From an optimization exercise on the open Yosys and OpenROAD flow, aimed at small area; shortcuts taken in it are not production practice.
Where RTL was checked, it was by simulation tests only, not by an equivalence proof against the original.

==> job 4190 <==
==> flow/design.v <==
module avalon_xbar_arb #(
    parameter int NUM_INPUTS  = 5,
    parameter int NUM_OUTPUTS = 5,
    parameter int ADDR_W      = 30,
    parameter int DATA_W      = 32,
    parameter int BURST_W     = 8
) (
    input  logic                            i_Clk,
    input  logic                            i_Reset,
    input  logic [ADDR_W*NUM_INPUTS-1:0]    i_AVIn_Addr,
    input  logic [(DATA_W/8)*NUM_INPUTS-1:0] i_AVIn_ByteEn,
    input  logic [NUM_INPUTS-1:0]           i_AVIn_Read,
    input  logic [NUM_INPUTS-1:0]           i_AVIn_Write,
    input  logic [DATA_W*NUM_INPUTS-1:0]    i_AVIn_WriteData,
    input  logic [BURST_W*NUM_INPUTS-1:0]   i_AVIn_BurstCount,
    output logic [DATA_W*NUM_INPUTS-1:0]    o_AVIn_ReadData,
    output logic [NUM_INPUTS-1:0]           o_AVIn_WaitRequest,
    output logic [NUM_INPUTS-1:0]           o_DecodeErr,
    output logic [ADDR_W*NUM_OUTPUTS-1:0]   o_AVOut_Addr,
    output logic [(DATA_W/8)*NUM_OUTPUTS-1:0] o_AVOut_ByteEn,
    output logic [NUM_OUTPUTS-1:0]          o_AVOut_Read,
    output logic [NUM_OUTPUTS-1:0]          o_AVOut_Write,
    output logic [DATA_W*NUM_OUTPUTS-1:0]   o_AVOut_WriteData,
    output logic [BURST_W*NUM_OUTPUTS-1:0]  o_AVOut_BurstCount,
    input  logic [DATA_W*NUM_OUTPUTS-1:0]   i_AVOut_ReadData,
    input  logic [NUM_OUTPUTS-1:0]          i_AVOut_WaitRequest
);
    localparam int SEL_W = (NUM_OUTPUTS > 1) ? $clog2(NUM_OUTPUTS) : 1;
    localparam int IDX_W = (NUM_INPUTS > 1) ? $clog2(NUM_INPUTS) : 1;
    localparam int BE_W  = DATA_W / 8;
    localparam int LO_W  = ADDR_W - SEL_W;
    logic [NUM_OUTPUTS-1:0] lock_q;
    logic [IDX_W-1:0]       grant_q    [NUM_OUTPUTS];
    logic [BURST_W-1:0]     beat_cnt_q [NUM_OUTPUTS];
    logic [NUM_INPUTS-1:0]  active_s;
    logic [NUM_INPUTS-1:0]  mapped_s;
    logic [NUM_OUTPUTS-1:0] dmatch_s [NUM_INPUTS];    
    logic [NUM_INPUTS-1:0]  gsel_s   [NUM_OUTPUTS];   
    logic [NUM_INPUTS-1:0]  own_s    [NUM_OUTPUTS];   
    logic [NUM_INPUTS-1:0]  pick_s   [NUM_OUTPUTS];   
    logic [NUM_INPUTS-1:0]  bsel_s   [NUM_OUTPUTS];   
    logic [NUM_INPUTS-1:0]  granted_s;
    logic [NUM_INPUTS-1:0]  req_s    [NUM_OUTPUTS];
    logic [NUM_OUTPUTS-1:0] any_s;
    logic [IDX_W-1:0]       pidx_s   [NUM_OUTPUTS];
    logic [NUM_OUTPUTS-1:0] accept_s;
    logic [NUM_OUTPUTS-1:0] gact_s;
    logic [NUM_OUTPUTS-1:0] last_s;
    logic [BURST_W-1:0]     bc_s     [NUM_OUTPUTS];
    always_comb begin
        for (int i = 0; i < NUM_INPUTS; i++) begin
            active_s[i] = i_AVIn_Read[i] | i_AVIn_Write[i];
            mapped_s[i] = (int'(i_AVIn_Addr[i*ADDR_W + LO_W +: SEL_W]) < NUM_OUTPUTS);
            for (int o = 0; o < NUM_OUTPUTS; o++)
                dmatch_s[i][o] = (i_AVIn_Addr[i*ADDR_W + LO_W +: SEL_W] == SEL_W'(o));
        end
        for (int o = 0; o < NUM_OUTPUTS; o++)
            for (int i = 0; i < NUM_INPUTS; i++) begin
                gsel_s[o][i] = (grant_q[o] == IDX_W'(i));
                own_s[o][i]  = lock_q[o] & gsel_s[o][i];
            end
        granted_s = '0;
        for (int o = 0; o < NUM_OUTPUTS; o++)
            granted_s = granted_s | own_s[o];
    end
    always_comb begin
        for (int o = 0; o < NUM_OUTPUTS; o++) begin
            for (int i = 0; i < NUM_INPUTS; i++)
                req_s[o][i] = active_s[i] & dmatch_s[i][o] & ~granted_s[i];
            pick_s[o] = '0;
            pidx_s[o] = '0;
            for (int k = NUM_INPUTS - 1; k >= 0; k--) begin
                for (int g = 0; g < NUM_INPUTS; g++) begin
                    if (grant_q[o] == IDX_W'(g)) begin
                        if (req_s[o][(g + 1 + k) % NUM_INPUTS]) begin
                            pick_s[o] = '0;
                            pick_s[o][(g + 1 + k) % NUM_INPUTS] = 1'b1;
                            pidx_s[o] = IDX_W'((g + 1 + k) % NUM_INPUTS);
                        end
                    end
                end
            end
            any_s[o]  = |req_s[o];
            bsel_s[o] = lock_q[o] ? gsel_s[o] : pick_s[o];
        end
    end
    for (genvar o = 0; o < NUM_OUTPUTS; o++) begin : g_out
        logic [LO_W-1:0]    a;
        logic [BE_W-1:0]    be;
        logic [DATA_W-1:0]  wd;
        logic [BURST_W-1:0] bc;
        for (genvar b = 0; b < LO_W; b++) begin : g_a
            avalon_xbar_ao5 u_mux (.sel(gsel_s[o]), .d({i_AVIn_Addr[4*ADDR_W+b], i_AVIn_Addr[3*ADDR_W+b],
                i_AVIn_Addr[2*ADDR_W+b], i_AVIn_Addr[ADDR_W+b], i_AVIn_Addr[b]}), .y(a[b]));
        end
        for (genvar b = 0; b < BE_W; b++) begin : g_be
            avalon_xbar_ao5 u_mux (.sel(gsel_s[o]), .d({i_AVIn_ByteEn[4*BE_W+b], i_AVIn_ByteEn[3*BE_W+b],
                i_AVIn_ByteEn[2*BE_W+b], i_AVIn_ByteEn[BE_W+b], i_AVIn_ByteEn[b]}), .y(be[b]));
        end
        for (genvar b = 0; b < DATA_W; b++) begin : g_wd
            avalon_xbar_ao5 u_mux (.sel(gsel_s[o]), .d({i_AVIn_WriteData[4*DATA_W+b], i_AVIn_WriteData[3*DATA_W+b],
                i_AVIn_WriteData[2*DATA_W+b], i_AVIn_WriteData[DATA_W+b], i_AVIn_WriteData[b]}), .y(wd[b]));
        end
        for (genvar b = 0; b < BURST_W; b++) begin : g_bc
            avalon_xbar_ao5 u_mux (.sel(bsel_s[o]), .d({i_AVIn_BurstCount[4*BURST_W+b], i_AVIn_BurstCount[3*BURST_W+b],
                i_AVIn_BurstCount[2*BURST_W+b], i_AVIn_BurstCount[BURST_W+b], i_AVIn_BurstCount[b]}), .y(bc[b]));
        end
        assign o_AVOut_Addr[o*ADDR_W +: ADDR_W]         = {SEL_W'(o), a};
        assign o_AVOut_ByteEn[o*BE_W +: BE_W]           = be;
        assign o_AVOut_WriteData[o*DATA_W +: DATA_W]    = wd;
        assign o_AVOut_BurstCount[o*BURST_W +: BURST_W] = bc;
        assign bc_s[o] = bc;
    end
    always_comb begin
        for (int o = 0; o < NUM_OUTPUTS; o++) begin
            logic rd, wr, ga;
            rd = 1'b0; wr = 1'b0; ga = 1'b0;
            for (int i = 0; i < NUM_INPUTS; i++) begin
                rd = rd | (own_s[o][i] & dmatch_s[i][o] & i_AVIn_Read[i]);
                wr = wr | (own_s[o][i] & dmatch_s[i][o] & i_AVIn_Write[i]);
                ga = ga | (own_s[o][i] & active_s[i]);
            end
            o_AVOut_Read[o]  = rd & ~i_Reset;
            o_AVOut_Write[o] = wr & ~i_Reset;
            gact_s[o]        = ga;
            accept_s[o]      = (rd | wr) & ~i_AVOut_WaitRequest[o];
            last_s[o]        = (beat_cnt_q[o][BURST_W-1:1] == '0);
        end
    end
    always_ff @(posedge i_Clk) begin
        for (int o = 0; o < NUM_OUTPUTS; o++) begin
            if (i_Reset) begin
                lock_q[o]  <= 1'b0;
                grant_q[o] <= IDX_W'(NUM_INPUTS - 1);
            end else if (!lock_q[o]) begin
                if (any_s[o]) begin
                    lock_q[o]  <= 1'b1;
                    grant_q[o] <= pidx_s[o];
                end
            end else if ((accept_s[o] && last_s[o]) || !gact_s[o]) begin
                lock_q[o] <= 1'b0;
            end
            if (!lock_q[o])
                beat_cnt_q[o] <= bc_s[o];
            else if (accept_s[o])
                beat_cnt_q[o] <= beat_cnt_q[o] - BURST_W'(1);
        end
    end
    logic [NUM_OUTPUTS-1:0] rsel_s [NUM_INPUTS];
    always_comb begin
        for (int i = 0; i < NUM_INPUTS; i++) begin
            logic go;
            go = 1'b0;
            for (int o = 0; o < NUM_OUTPUTS; o++) begin
                rsel_s[i][o] = own_s[o][i] & mapped_s[i];
                go = go | (own_s[o][i] & ~i_AVOut_WaitRequest[o]);
            end
            o_AVIn_WaitRequest[i] = i_Reset | (mapped_s[i] & ~go);
            o_DecodeErr[i]        = ~i_Reset & active_s[i] & ~mapped_s[i];
        end
    end
    for (genvar i = 0; i < NUM_INPUTS; i++) begin : g_in
        for (genvar b = 0; b < DATA_W; b++) begin : g_rd
            avalon_xbar_ao5 u_mux (.sel(rsel_s[i]), .d({i_AVOut_ReadData[4*DATA_W+b], i_AVOut_ReadData[3*DATA_W+b],
                i_AVOut_ReadData[2*DATA_W+b], i_AVOut_ReadData[DATA_W+b], i_AVOut_ReadData[b]}),
                .y(o_AVIn_ReadData[i*DATA_W+b]));
        end
    end
endmodule
module avalon_xbar_ao5 (
    input  logic [4:0] sel,
    input  logic [4:0] d,
    output logic       y
);
    assign y = |(sel & d);
endmodule
==> flow/flow/run.sh <==
#!/bin/bash
# Standard ORFS layout, except that the port buffers are the smallest buffer cell
# (buf_1) instead of the one buffer_ports picks by default.
set -euo pipefail
export BUFFER_PORTS_ARGS="-buffer_cell sky130_fd_sc_hd__buf_1"
bash standard.sh "BUFFER_PORTS_ARGS=$BUFFER_PORTS_ARGS" finish > standard_flow.log 2>&1
==> flow/standard.sh <==
#!/bin/bash
# synth_recipe.tcl (not shown) runs the flow's synth.tcl, then flattens the netlist and writes it again
# the make line also repeats each setting of config.mk as NAME=value (left out here)
make -C /OpenROAD-flow-scripts/flow DESIGN_CONFIG=/design/flow/config.mk WORK_HOME=/design/flow/orfs CLKGATE_MAP_FILE= SYNTH_SCRIPT=/design/flow/synth_recipe.tcl "${@:-finish}"
==> flow/config.mk <==
export PLATFORM = sky130hd
export DESIGN_NAME = avalon_xbar_arb
export DESIGN_NICKNAME = avalon_xbar_arb
export VERILOG_FILES = /design/flow/design.v
export SDC_FILE = /design/flow/constraint.sdc
export NUM_CORES = 4
export LEC_CHECK = 0
export CAP_MARGIN = 20
export CORE_AREA = 5 5 295 295
export DIE_AREA = 0 0 300 300
export SLEW_MARGIN = 20
export SYNTH_HIERARCHICAL = 1
export SYNTH_MINIMUM_KEEP_SIZE = 0
==> flow/constraint.sdc <==
create_clock -name core_clock -period 7.0 [get_ports {i_Clk}]
set_input_delay 1.4000 -clock core_clock [delete_from_list [all_inputs] [get_ports {i_Clk}]]
set_output_delay 1.4000 -clock core_clock [all_outputs]
set_load 0.01 [all_outputs]
==> job 9300: changes against job 4190 <==
--- a/flow/design.v
+++ b/flow/design.v
@@ -30,4 +30,17 @@
     localparam int BE_W  = DATA_W / 8;
     localparam int LO_W  = ADDR_W - SEL_W;
+    function automatic logic [IDX_W-1:0] gcare(input int i);
+        logic [IDX_W-1:0] care;
+        logic             ok;
+        care = '1;
+        for (int k = IDX_W - 1; k >= 0; k--) begin
+            care[k] = 1'b0;
+            ok = 1'b1;
+            for (int v = 0; v < NUM_INPUTS; v++)
+                if (v != i && (((v ^ i) & care) == 0)) ok = 1'b0;
+            if (!ok) care[k] = 1'b1;
+        end
+        gcare = care;
+    endfunction
     logic [NUM_OUTPUTS-1:0] lock_q;
     logic [IDX_W-1:0]       grant_q    [NUM_OUTPUTS];
@@ -57,5 +70,5 @@
         for (int o = 0; o < NUM_OUTPUTS; o++)
             for (int i = 0; i < NUM_INPUTS; i++) begin
-                gsel_s[o][i] = (grant_q[o] == IDX_W'(i));
+                gsel_s[o][i] = (((grant_q[o] ^ IDX_W'(i)) & gcare(i)) == '0);
                 own_s[o][i]  = lock_q[o] & gsel_s[o][i];
             end
@@ -68,16 +81,19 @@
             for (int i = 0; i < NUM_INPUTS; i++)
                 req_s[o][i] = active_s[i] & dmatch_s[i][o] & ~granted_s[i];
-            pick_s[o] = '0;
-            pidx_s[o] = '0;
-            for (int k = NUM_INPUTS - 1; k >= 0; k--) begin
-                for (int g = 0; g < NUM_INPUTS; g++) begin
-                    if (grant_q[o] == IDX_W'(g)) begin
-                        if (req_s[o][(g + 1 + k) % NUM_INPUTS]) begin
-                            pick_s[o] = '0;
-                            pick_s[o][(g + 1 + k) % NUM_INPUTS] = 1'b1;
-                            pidx_s[o] = IDX_W'((g + 1 + k) % NUM_INPUTS);
-                        end
-                    end
+            begin
+                logic [NUM_INPUTS-1:0] hi, sel, first;
+                logic                  seen;
+                for (int i = 0; i < NUM_INPUTS; i++)
+                    hi[i] = req_s[o][i] & (IDX_W'(i) > grant_q[o]);
+                sel  = (|hi) ? hi : req_s[o];
+                seen = 1'b0;
+                for (int i = 0; i < NUM_INPUTS; i++) begin
+                    first[i] = sel[i] & ~seen;
+                    seen     = seen | sel[i];
                 end
+                pick_s[o] = first;
+                pidx_s[o] = '0;
+                for (int i = 0; i < NUM_INPUTS; i++)
+                    pidx_s[o] = pidx_s[o] | (first[i] ? IDX_W'(i) : '0);
             end
             any_s[o]  = |req_s[o];
@@ -112,16 +128,30 @@
         assign bc_s[o] = bc;
     end
+    logic [NUM_OUTPUTS-1:0] route_ok_s, rdg_s, wrg_s;
+    logic [NUM_INPUTS-1:0]  go_s;
+    for (genvar o = 0; o < NUM_OUTPUTS; o++) begin : g_strb
+        logic [NUM_INPUTS-1:0] dm;
+        for (genvar i = 0; i < NUM_INPUTS; i++) begin : g_dm
+            assign dm[i] = dmatch_s[i][o];
+        end
+        avalon_xbar_ao5 u_ok (.sel(own_s[o]),  .d(dm),           .y(route_ok_s[o]));
+        avalon_xbar_ao5 u_rd (.sel(gsel_s[o]), .d(i_AVIn_Read),  .y(rdg_s[o]));
+        avalon_xbar_ao5 u_wr (.sel(gsel_s[o]), .d(i_AVIn_Write), .y(wrg_s[o]));
+    end
+    for (genvar i = 0; i < NUM_INPUTS; i++) begin : g_go
+        logic [NUM_OUTPUTS-1:0] os;
+        for (genvar o = 0; o < NUM_OUTPUTS; o++) begin : g_os
+            assign os[o] = own_s[o][i];
+        end
+        avalon_xbar_ao5 u_go (.sel(os), .d(~i_AVOut_WaitRequest), .y(go_s[i]));
+    end
     always_comb begin
         for (int o = 0; o < NUM_OUTPUTS; o++) begin
-            logic rd, wr, ga;
-            rd = 1'b0; wr = 1'b0; ga = 1'b0;
-            for (int i = 0; i < NUM_INPUTS; i++) begin
-                rd = rd | (own_s[o][i] & dmatch_s[i][o] & i_AVIn_Read[i]);
-                wr = wr | (own_s[o][i] & dmatch_s[i][o] & i_AVIn_Write[i]);
-                ga = ga | (own_s[o][i] & active_s[i]);
-            end
+            logic rd, wr;
+            rd = route_ok_s[o] & rdg_s[o];
+            wr = route_ok_s[o] & wrg_s[o];
             o_AVOut_Read[o]  = rd & ~i_Reset;
             o_AVOut_Write[o] = wr & ~i_Reset;
-            gact_s[o]        = ga;
+            gact_s[o]        = lock_q[o] & (rdg_s[o] | wrg_s[o]);
             accept_s[o]      = (rd | wr) & ~i_AVOut_WaitRequest[o];
             last_s[o]        = (beat_cnt_q[o][BURST_W-1:1] == '0);
@@ -141,8 +171,5 @@
                 lock_q[o] <= 1'b0;
             end
-            if (!lock_q[o])
-                beat_cnt_q[o] <= bc_s[o];
-            else if (accept_s[o])
-                beat_cnt_q[o] <= beat_cnt_q[o] - BURST_W'(1);
+            beat_cnt_q[o] <= lock_q[o] ? beat_cnt_q[o] - BURST_W'(accept_s[o]) : bc_s[o];
         end
     end
@@ -150,11 +177,7 @@
     always_comb begin
         for (int i = 0; i < NUM_INPUTS; i++) begin
-            logic go;
-            go = 1'b0;
-            for (int o = 0; o < NUM_OUTPUTS; o++) begin
+            for (int o = 0; o < NUM_OUTPUTS; o++)
                 rsel_s[i][o] = own_s[o][i] & mapped_s[i];
-                go = go | (own_s[o][i] & ~i_AVOut_WaitRequest[o]);
-            end
-            o_AVIn_WaitRequest[i] = i_Reset | (mapped_s[i] & ~go);
+            o_AVIn_WaitRequest[i] = i_Reset | (mapped_s[i] & ~go_s[i]);
             o_DecodeErr[i]        = ~i_Reset & active_s[i] & ~mapped_s[i];
         end
==> flow/flow/run.sh (replaced) <==
#!/bin/bash
# Standard ORFS layout (standard.sh), except that:
#  - synthesis maps the logic with an area-oriented ABC script (flow/synth_area.tcl wraps
#    synth_recipe.tcl);
#  - the port buffers are the smallest buffer cell (buf_1) instead of the one buffer_ports
#    picks by default.
# make's output goes to standard_flow.log; each ORFS step keeps its own log under orfs/logs/.
set -euo pipefail
here=$(pwd)
export AREA_ABC_SCRIPT="$here/flow/area.abc"
export FLOW_SYNTH_TCL="$here/synth_recipe.tcl"
export BUFFER_PORTS_ARGS="-buffer_cell sky130_fd_sc_hd__buf_1"
bash standard.sh "SYNTH_SCRIPT=$here/flow/synth_area.tcl" \
  "BUFFER_PORTS_ARGS=$BUFFER_PORTS_ARGS" finish > standard_flow.log 2>&1
==> flow/flow/area.abc (new file) <==
&get -n
&st
&dch
&nf -p -R 1000
&st
&syn2
&dch
&nf -p -R 1000
&st
&dch -f
&nf -p -R 1000
&put
buffer -c
dnsize -c
==> flow/flow/synth_area.tcl (new file) <==
# The standard synthesis (synth_recipe.tcl, sourced unchanged below), except for the final
# technology mapping: every module but the mux leaf is mapped with an area-oriented ABC script (area.abc),
# the one-hot mux leaf module (avalon_xbar_ao5) with ORFS's default script. Registers are untouched by ABC, so
# they keep the standard synthesis's names and cells.
proc abc {args} {
  set i [lsearch -exact $args -script]
  set top_args $args
  lset top_args [expr {$i + 1}] $::env(AREA_ABC_SCRIPT)
  yosys abc {*}$args avalon_xbar_ao5
  yosys abc {*}$top_args avalon_xbar_ao5 %n
}
source $::env(FLOW_SYNTH_TCL)
Settings changed: CELL_PAD_IN_SITES_DETAIL_PLACEMENT from default to 1, CELL_PAD_IN_SITES_GLOBAL_PLACEMENT from default to 1, CORE_AREA 5 5 295 295 to 5 5 375 375, DIE_AREA 0 0 300 300 to 0 0 380 380, PLACE_DENSITY from default to 0.4.
==> metrics.yaml <==
status: "did not finish"
stop_stage: "I/O pin placement"
first-error: "[ERROR PPL-0024] Number of IO pins (1097) exceeds maximum number of available positions (1082). Increase the die perimeter from 1200.00um to 1491.92um."
syn_inst: 2544
synth-compound-area-share_pct: 60.5
rows: 106
syn-cell-area_mm2: 0.0183
chipWidth_um: 300
synth_common_cells: "nand2_1, a22oi_1, a222oi_1, nor2_1, a21oi_1"
# the run above: job 4190

==> metrics.yaml <==
status: "complete, no violations"
rows: 135
syn_inst: 2256
synth_common_cells: "nand2_1, a222oi_1, a22oi_1, nor2_1, dfxtp_1"
synth-compound-area-share_pct: 64.8
chipWidth_um: 380
syn-cell-area_mm2: 0.0157
# the run above: job 9300

Function not checked in job 4190: the RTL went through the layout flow alone.

==> what the ideal ports hide <==
The results above use ideal ports. As a check the final layout listed here was re-extracted and re-timed, cells and wires unchanged.
Step 1 assumes that a clkbuf_16 drives the clock port and a buf_2 every other input.
Step 2, shift: input delay + t, output delay - t, t = (earliest + latest rising clock arrival at the registers) / 2. This alone moves slack from input paths to output paths.
Three values: no drivers, after step 1, after step 2; two values: the first two.
run: job 9300
t, ns: 0.414
setup slack, ns: 0.665 / 0.453 / 0.453
worst hold slack (ns): 0.514 / 0.514 / 0.514
clock arrival spread, ns: 0.016 / 0.016
After both steps setup and hold are still met in job 9300. For job 9300, drivers alone change the setup slack by -0.212 ns; drivers and shift together by -0.212 ns.
